What follows belongs to an exercise in optimizing a design on an open flow for small area and a short achievable clock period; a production flow would make more cautious choices. Function not checked in this run: the RTL went through the layout flow alone. Power and IR drop assume default switching activity.

`run.sh`:
```
#!/bin/bash
# synth_recipe.tcl (not shown) runs the flow's synth.tcl, then flattens the netlist and writes it again
# the make line also repeats each setting of config.mk as NAME=value (left out here)
make -C /OpenROAD-flow-scripts/flow DESIGN_CONFIG=/design/flow/config.mk WORK_HOME=/design/flow/orfs CLKGATE_MAP_FILE= SYNTH_SCRIPT=/design/flow/synth_recipe.tcl finish
```
`config.mk`:
```
export PLATFORM = sky130hd
export DESIGN_NAME = rvSliceTop
export DESIGN_NICKNAME = rvSliceTop
export VERILOG_FILES = /design/flow/design.v
export SDC_FILE = /design/flow/constraint.sdc
export NUM_CORES = 4
export LEC_CHECK = 0
export CAP_MARGIN = 20
export CORE_MARGIN = 2
export CORE_UTILIZATION = 40
export SLEW_MARGIN = 20
```
`constraint.sdc`:
```
create_clock -name core_clock -period 6.0 [get_ports {clk}]
set_input_delay 1.2000 -clock core_clock [delete_from_list [all_inputs] [get_ports {clk}]]
set_output_delay 1.2000 -clock core_clock [all_outputs]
set_load 0.01 [all_outputs]
```
`design.v`:
```
package rvSlicePkg;
    typedef struct packed {
        logic [6:0]             funct7;
        logic [5-1:0] rs2;
        logic [5-1:0] rs1;
        logic [2:0]             funct3;
        logic [5-1:0] rd;
        logic [6:0]             opcode;
    } rTypeFieldsT;
    typedef struct packed {
        logic [11:0]            imm;
        logic [5-1:0] rs1;
        logic [2:0]             funct3;
        logic [5-1:0] rd;
        logic [6:0]             opcode;
    } iTypeFieldsT;
    typedef struct packed {
        logic [19:0]            imm;
        logic [5-1:0] rd;
        logic [6:0]             opcode;
    } uTypeFieldsT;
    typedef union packed {
        rTypeFieldsT      r;
        iTypeFieldsT      i;
        uTypeFieldsT      u;
        logic [32-1:0] raw;
    } instrWordU;
    typedef enum logic [3:0] {
        ALU_ADD,
        ALU_SUB,
        ALU_AND,
        ALU_OR,
        ALU_XOR,
        ALU_SLT,
        ALU_SLL,
        ALU_SRL,
        ALU_PASSB
    } aluOpT;
endpackage
`timescale 1ns/10ps
module rvDecode (
    input  logic             instrValid_i,
    input  logic [32-1:0] instr_i,
    output logic             writes_o
);
    logic [2:0] f3;
    logic       supported;
    assign f3 = instr_i[14:12];
    always_comb begin
        case (instr_i[6:0])
            7'b0110011: supported = f3 != 3'b011 && !(f3 == 3'b101 && instr_i[30]);
            7'b0010011: supported = f3 == 3'b000 || f3 == 3'b010 || f3 == 3'b100
                                || f3 == 3'b110 || f3 == 3'b111;
            7'b0110111:   supported = 1'b1;
            default:   supported = 1'b0;
        endcase
    end
    assign writes_o = instrValid_i && supported && instr_i[11:7] != '0;
endmodule
`timescale 1ns/10ps
module rvExecute (
    input  logic [31:0] opA_i,
    input  logic [31:0] opB_i,
    input  logic        inv_i,
    input  logic [6:0]  sel_i,     
    output logic [31:0] result_o
);
    logic [32:0] sum;
    logic        lt;
    logic [4:0]  shamt;
    assign sum   = {opA_i, inv_i} + {opB_i, inv_i};
    assign lt    = (opA_i[31] == opB_i[31]) ? opA_i[31] : sum[32];
    assign shamt = opB_i[4:0];
    assign result_o = ({32{sel_i[0]}} & sum[32:1])
                    | {31'b0, sel_i[1] & lt}
                    | ({32{sel_i[2]}} & (opA_i ^ opB_i))
                    | ({32{sel_i[3]}} & (opA_i | opB_i))
                    | ({32{sel_i[4]}} & (opA_i & opB_i))
                    | ({32{sel_i[5]}} & (opA_i << shamt))
                    | ({32{sel_i[6]}} & (opA_i >> shamt));
endmodule
`timescale 1ns/10ps
module rvResult (
    input  logic        clk,
    input  logic        reset,
    input  logic        wbValid_i,
    input  logic [4:0]  wbRd_i,
    input  logic [31:0] wbData_i,
    input  logic [4:0]  rs1_i,
    input  logic [4:0]  rs2_i,
    input  logic        rs1En_i,
    input  logic        rs2En_i,
    output logic [31:0] rs1Data_o,
    output logic [31:0] rs2Data_o
);
    logic [31:1] we;
    logic [31:1] regValid;
    logic [31:0] regData [1:31];
    logic        hit1;
    logic        hit2;
    always_comb begin
        for (int i = 1; i < 32; i++) begin
            we[i] = wbValid_i && wbRd_i == i[4:0];
        end
    end
    always_ff @(posedge clk) begin
        if (reset) begin
            regValid <= '0;
        end else begin
            regValid <= regValid | we;
        end
    end
    always_ff @(posedge clk) begin
        for (int i = 1; i < 32; i++) begin
            if (we[i]) begin
                regData[i] <= wbData_i;
            end
        end
    end
    assign hit1 = rs1En_i && wbValid_i && wbRd_i == rs1_i;
    assign hit2 = rs2En_i && wbValid_i && wbRd_i == rs2_i;
    always_comb begin
        rs1Data_o = {32{hit1}} & wbData_i;
        rs2Data_o = {32{hit2}} & wbData_i;
        for (int i = 1; i < 32; i++) begin
            rs1Data_o |= {32{rs1En_i && !hit1 && regValid[i] && rs1_i == i[4:0]}} & regData[i];
            rs2Data_o |= {32{rs2En_i && !hit2 && regValid[i] && rs2_i == i[4:0]}} & regData[i];
        end
    end
endmodule
`timescale 1ns/10ps
module rvSliceTop (
    input  logic                   clk,
    input  logic                   reset,
    input  logic                   instrValid_i,
    input  logic [32-1:0]       instr_i,
    output logic                   wbValid_o,
    output logic [5-1:0] wbRd_o,
    output logic [32-1:0]       wbData_o
);
    logic             s1Valid;    
    logic             s1IsR;
    logic             s1IsLui;
    logic [31:7]      s1Instr;
    logic             inWrites;
    logic             s2Valid;
    logic [4:0]       s2Rd;
    logic [31:0]      s2OpA;
    logic [31:0]      s2OpB;      
    logic             s2Inv;
    logic [6:0]       s2Sel;
    logic [31:0]      rdA;
    logic [31:0]      rdB;
    logic             fwdA;
    logic             fwdB;
    logic             dInv;
    logic [6:0]       dSel;
    logic [31:0]      dImm;
    logic             dUseImm;
    logic             dZeroA;
    logic [31:0]      aluResult;
    rvDecode decode_i (
        .instrValid_i(instrValid_i), .instr_i(instr_i), .writes_o(inWrites)
    );
    always_ff @(posedge clk) begin
        if (reset) begin
            s1Valid <= 1'b0;
        end else begin
            s1Valid <= inWrites;
        end
        s1IsR   <= instr_i[6:0] == 7'b0110011;
        s1IsLui <= instr_i[6:0] == 7'b0110111;
        s1Instr <= instr_i[31:7];
    end
    rvResult regs_i (
        .clk(clk), .reset(reset),
        .wbValid_i(wbValid_o), .wbRd_i(wbRd_o), .wbData_i(wbData_o),
        .rs1_i(s1Instr[19:15]), .rs2_i(s1Instr[24:20]),
        .rs1En_i(!s1IsLui), .rs2En_i(s1IsR),
        .rs1Data_o(rdA), .rs2Data_o(rdB)
    );
    always_comb begin
        logic [2:0] f3;
        f3      = s1Instr[14:12];
        dUseImm = !s1IsR;
        dZeroA  = s1IsLui;
        dImm    = s1IsLui ? {s1Instr[31:12], 12'b0}
                          : {{20{s1Instr[31]}}, s1Instr[31:20]};
        fwdA    = s2Valid && s2Rd == s1Instr[19:15] && !s1IsLui;
        fwdB    = s2Valid && s2Rd == s1Instr[24:20] && s1IsR;
        dSel[0] = s1IsLui || f3 == 3'b000;
        dSel[1] = !s1IsLui && f3 == 3'b010;
        dSel[2] = !s1IsLui && f3 == 3'b100;
        dSel[3] = !s1IsLui && f3 == 3'b110;
        dSel[4] = !s1IsLui && f3 == 3'b111;
        dSel[5] = s1IsR && f3 == 3'b001;
        dSel[6] = s1IsR && f3 == 3'b101;
        dInv    = !s1IsLui && (f3 == 3'b010 || (s1IsR && f3 == 3'b000 && s1Instr[30]));
    end
    always_ff @(posedge clk) begin
        if (reset) begin
            s2Valid <= 1'b0;
        end else begin
            s2Valid <= s1Valid;
        end
        s2Rd  <= s1Instr[11:7];
        s2Inv <= dInv;
        s2Sel <= dSel;
        s2OpA <= fwdA ? aluResult : rdA;
        s2OpB <= (dUseImm ? dImm : (fwdB ? aluResult : rdB)) ^ {32{dInv}};
    end
    rvExecute execute_i (
        .opA_i(s2OpA), .opB_i(s2OpB), .inv_i(s2Inv), .sel_i(s2Sel),
        .result_o(aluResult)
    );
    always_ff @(posedge clk) begin
        if (reset) begin
            wbValid_o <= 1'b0;
        end else begin
            wbValid_o <= s2Valid;
        end
        wbRd_o   <= s2Rd;
        wbData_o <= aluResult;
    end
endmodule
```
==> run summary <==
logic make-up (layout without fill, tap and decap cells):
group	count (synthesis)	in the layout	synth area share [%]
AO/OA/AOI/OAI	1381	1381	19.6
XOR/XNOR	63	63	1.02
adder cells (fa/ha/maj)	66	66	1.55
buffers and inverters	474	659	3.51
flip-flops	1167	1167	61.7
multiplexers	103	103	3.26
other	0	17	0
AND/OR/NAND/NOR	988	988	9.32
state kept, by name (all words and copies together), names as in the netlist:
register,cells
s2OpB,32
s2Rd,5
s1IsLui,1
s1Valid,1
regs_i.regValid,31
s1IsR,1
wbRd_o,5
s2Valid,1
s2Inv,1
wbData_o,32
s2Sel,7
wbValid_o,1
regs_i.regData,992
s2OpA,32
s1Instr,25
path summary, 6_finish.rpt:
kind                             from                 to  slack (ns)  depth (start not counted)
hold / removal     s1Instr[9]$_DFF_P_    s2Rd[2]$_DFF_P_        0.33                          0
hold reg to reg    s1Instr[9]$_DFF_P_    s2Rd[2]$_DFF_P_        0.33                          0
setup / recovery  s1Instr[20]$_DFF_P_  s2OpB[27]$_DFF_P_        0.63                          9
setup reg to reg  s1Instr[20]$_DFF_P_  s2OpB[27]$_DFF_P_        0.63                          9
synthesized netlist by cell type, types with 29 or more instances:
cell type | number | share of area (%)
sky130_fd_sc_hd__edfxtp_1 | 992 | 55
sky130_fd_sc_hd__nand3_1 | 99 | 0.92
sky130_fd_sc_hd__and3_1 | 47 | 0.55
sky130_fd_sc_hd__a221oi_1 | 150 | 2.4
sky130_fd_sc_hd__nand4_1 | 207 | 2.4
sky130_fd_sc_hd__inv_1 | 116 | 0.81
sky130_fd_sc_hd__a211oi_1 | 38 | 0.53
sky130_fd_sc_hd__o211ai_1 | 29 | 0.40
sky130_fd_sc_hd__ha_1 | 65 | 1.5
sky130_fd_sc_hd__a22oi_1 | 655 | 9.1
sky130_fd_sc_hd__nor2_1 | 281 | 2.0
sky130_fd_sc_hd__a22o_1 | 101 | 1.6
sky130_fd_sc_hd__a21oi_1 | 104 | 0.97
sky130_fd_sc_hd__a222oi_1 | 73 | 1.4
sky130_fd_sc_hd__clkbuf_1 | 265 | 1.8
sky130_fd_sc_hd__mux4_2 | 57 | 2.4
sky130_fd_sc_hd__nand2_1 | 167 | 1.2
sky130_fd_sc_hd__o21ai_0 | 63 | 0.58
sky130_fd_sc_hd__dfxtp_1 | 175 | 6.5
sky130_fd_sc_hd__nor3_1 | 34 | 0.32
sky130_fd_sc_hd__nor4_1 | 39 | 0.45
sky130_fd_sc_hd__buf_2 | 64 | 0.59
sky130_fd_sc_hd__mux2i_1 | 36 | 0.67
sky130_fd_sc_hd__xnor2_1 | 39 | 0.63
power by group:
group          leakage [nW]  switching [mW]  total [mW]  internal (mW)
combinational          7.74           0.679       0.962          0.282
clock                  1.91            3.39        7.63           4.24
sequential             10.6           0.115        9.05           8.93
layout make-up:
class / instances / area (µm²) / share of cell area, %
clock buffer: 147 / 3140 / 5.06
timing repair buffer: 319 / 2710 / 4.37
inverter: 118 / 443 / 0.713
clock inverter: 75 / 771 / 1.24
antenna: 17 / 42.5 / 0.0685
multi-input combinational: 2601 / 19500 / 31.4
sequential: 1167 / 33300 / 53.6
tap: 1768 / 2210 / 3.56
per-layer routing:
layer	up-vias	track usage, %	wire length, µm
met5	-	0.0699	229
met4	30	31.4	29200
met3	1790	19.6	50400
met2	5718	57.6	118000
met1	23380	48.9	95300
li1	17612	-	-
==> run_summary.xml <==
<?xml version="1.0" encoding="UTF-8"?>
<metrics>
  <group name="floorplanning">
    <metric name="initial_utilization" unit="%">40.4</metric>
    <metric name="die_ht" unit="µm">371</metric>
    <metric name="placeable_area" unit="µm²">134000</metric>
    <metric name="placement_rows" unit="">134</metric>
    <metric name="die-area" unit="µm²">138000</metric>
    <metric name="io_pins" unit="">73</metric>
    <metric name="die_w" unit="µm">371</metric>
  </group>
  <group name="clocking">
    <metric name="clock_tree.buffer_depth" unit="">3</metric>
    <metric name="post-cts-setup-buffer-count" unit="">0</metric>
    <metric name="cts_hold_buffers" unit="">0</metric>
    <metric name="ctsHtreeMaxLevel" unit="">3</metric>
    <metric name="cts.root.buffer_cell" unit="">sky130_fd_sc_hd__clkbuf_16</metric>
    <metric name="insertion_delay" unit="ns">0.80</metric>
    <metric name="number_of_clock_buffers_inserted_by_tritoncts" unit="">117</metric>
    <metric name="postCtsResizedCells" unit="">0</metric>
    <metric name="cts.clk_slew.worst_paths" unit="ns">0.06</metric>
    <metric name="tritoncts" unit="">done</metric>
    <metric name="cts_num_sinks" unit="">1167</metric>
  </group>
  <group name="critical_path">
    <metric name="startpoint_type" unit="">flip-flop</metric>
    <metric name="timing_worst_setup_path_type" unit="">flip-flop to flip-flop</metric>
    <metric name="critical_path.cell_chain" unit="">and2_1 -&gt; nand3_1 -&gt; a21oi_4 -&gt; buf_4 -&gt; a22oi_1 -&gt; nand4_1 -&gt; o31a_1 -&gt; o21ai_1 -&gt; xnor2_1</metric>
    <metric name="cpLargestDelayFamily" unit="">compound AO/OA/AOI/OAI gates</metric>
    <metric name="critPathBufInv" unit="">1</metric>
    <metric name="crit_slowest_cell" unit="">sky130_fd_sc_hd__dfxtp_1</metric>
    <metric name="critical_path_maximum_fanout" unit="">26</metric>
    <metric name="critPathMaxStageDelay" unit="ns">1.12</metric>
    <metric name="worst_setup_path_end_kind" unit="">flip-flop</metric>
    <metric name="crit_required" unit="ns">6.63</metric>
    <metric name="worst_ep_arrival_time" unit="ns">6.00</metric>
  </group>
  <group name="yosys">
    <metric name="yosysUniqueCellTypes" unit="">86</metric>
    <metric name="synth.ff_latch_count" unit="">1167</metric>
    <metric name="edff_count_synth" unit="">992</metric>
    <metric name="syn-num-nets" unit="">4343</metric>
    <metric name="syn_area" unit="µm²">53900</metric>
    <metric name="ys.flop_type" unit="">sky130_fd_sc_hd__edfxtp_1</metric>
    <metric name="synth_sequential_area_ratio" unit="%">61.7</metric>
    <metric name="synth_async_sr_flop_share" unit="%">0</metric>
    <metric name="yosys_warnings" unit="">4</metric>
    <metric name="number_of_cells_produced_by_synthesis" unit="">4242</metric>
    <metric name="post_synth.cell_area_avg" unit="µm²">12.7</metric>
  </group>
  <group name="sta">
    <metric name="fin_worst_hold_slack" unit="ns">0.332</metric>
    <metric name="setup_ws" unit="ns">0.631</metric>
    <metric name="finClkSkew" unit="ns">0.0698</metric>
    <metric name="maxClockFrequency" unit="MHz">186</metric>
    <metric name="worst-slew-pin-transition" unit="ns">1.37</metric>
    <metric name="period_share" unit="%">89.5</metric>
    <metric name="rsz_0062_raised_after_global_routing" unit="">no</metric>
    <metric name="setup-violations-final" unit="">0</metric>
    <metric name="fin_tns_setup" unit="ns">0</metric>
    <metric name="hold_viol_final" unit="">0</metric>
    <metric name="min_period" unit="ns">5.37</metric>
    <metric name="finalMaxSlewViolations" unit="">0</metric>
    <metric name="slew_hr" unit="%">7.58</metric>
  </group>
  <group name="final_layout">
    <metric name="layout.nets" unit="">4425</metric>
    <metric name="layout_cells_sized_above_1" unit="%">14.4</metric>
    <metric name="post-route-cell-area" unit="µm²">62100</metric>
    <metric name="layout.cells.most_common" unit="">sky130_fd_sc_hd__edfxtp_1</metric>
    <metric name="area.growth.synth_to_final" unit="%">15.2</metric>
    <metric name="layout_common_cells" unit="">sky130_fd_sc_hd__edfxtp_1 (992), sky130_fd_sc_hd__a22oi_1 (655), sky130_fd_sc_hd__nor2_1 (246)</metric>
    <metric name="final_core_utilization" unit="%">46.5</metric>
    <metric name="fill_cells" unit="">11874</metric>
    <metric name="layout.cells.non_filler" unit="">6212</metric>
  </group>
  <group name="route">
    <metric name="final_antenna_violating_net_count" unit="">0</metric>
    <metric name="detailedRoute.firstIterationViolations" unit="">12799</metric>
    <metric name="detailedRoute.firstPassIterationCount" unit="">14</metric>
    <metric name="via_count" unit="">48530</metric>
    <metric name="routed_wire_length_per_instance" unit="µm">47.1</metric>
    <metric name="routed_via_density" unit="">7.81</metric>
    <metric name="drc" unit="">0</metric>
    <metric name="drt-total-wl" unit="mm">293</metric>
  </group>
  <group name="placed_design">
    <metric name="number_of_cells_after_detailed_placement" unit="">5970</metric>
    <metric name="postPlaceCellArea" unit="µm²">58100</metric>
    <metric name="placement.io_buffers" unit="">72</metric>
    <metric name="place.gp.congestion" unit="">1.03</metric>
    <metric name="detailedPlacementHpwl" unit="mm">180</metric>
    <metric name="placement.setup.worst_slack" unit="ns">1.12</metric>
  </group>
  <group name="grt">
    <metric name="grt_start_max_net_pins" unit="">57</metric>
    <metric name="total_grt_usage" unit="%">41.2</metric>
    <metric name="grt_first_pass_wirelength" unit="mm">386</metric>
    <metric name="gr-total-overflow" unit="">0</metric>
    <metric name="first_global_vias" unit="">44735</metric>
    <metric name="number_of_antenna_violations_at_the_first_check_in_global_routing" unit="">26</metric>
  </group>
  <group name="power">
    <metric name="power_density" unit="nW/µm²">284</metric>
    <metric name="post-layout-total-power" unit="mW">17.6</metric>
    <metric name="worst_vdd_rail_ir_drop" unit="mV">0.246</metric>
    <metric name="static-leakage-power" unit="nW">20.3</metric>
  </group>
  <group name="run_status">
    <metric name="outcome" unit="">complete, no violations</metric>
  </group>
  <group name="hold_path">
    <metric name="hold_path_class" unit="">flip-flop to flip-flop</metric>
  </group>
  <group name="flow_run">
    <metric name="max-cap-violations" unit="">0</metric>
  </group>
</metrics>

re-timing with driven ports:
How much do the figures lean on ideal ports? The routed layout below was timed once more, with nothing changed but the port constraints. Step 1: set_driving_cell puts a clkbuf_16 on clk and a buf_2 on each other input, an assumption about the parent block. Step 2, shift: input delay + t, output delay - t, t = (earliest + latest rising clock arrival at the registers) / 2. This alone moves slack from input paths to output paths. a / b / c = ideal ports / drivers / drivers and shift; a / b = the first two.
t (ns): 0.842
setup WS [ns]: 0.631 / 0.631 / 0.631
clock arrival spread, ns: 0.069 / 0.070
worst register clock-pin slew, ns: 0.07 / 0.07
After both steps setup and hold are still met in this run. The setup slack of this run moves by 0.000 ns with the drivers and by 0.000 ns with both steps.
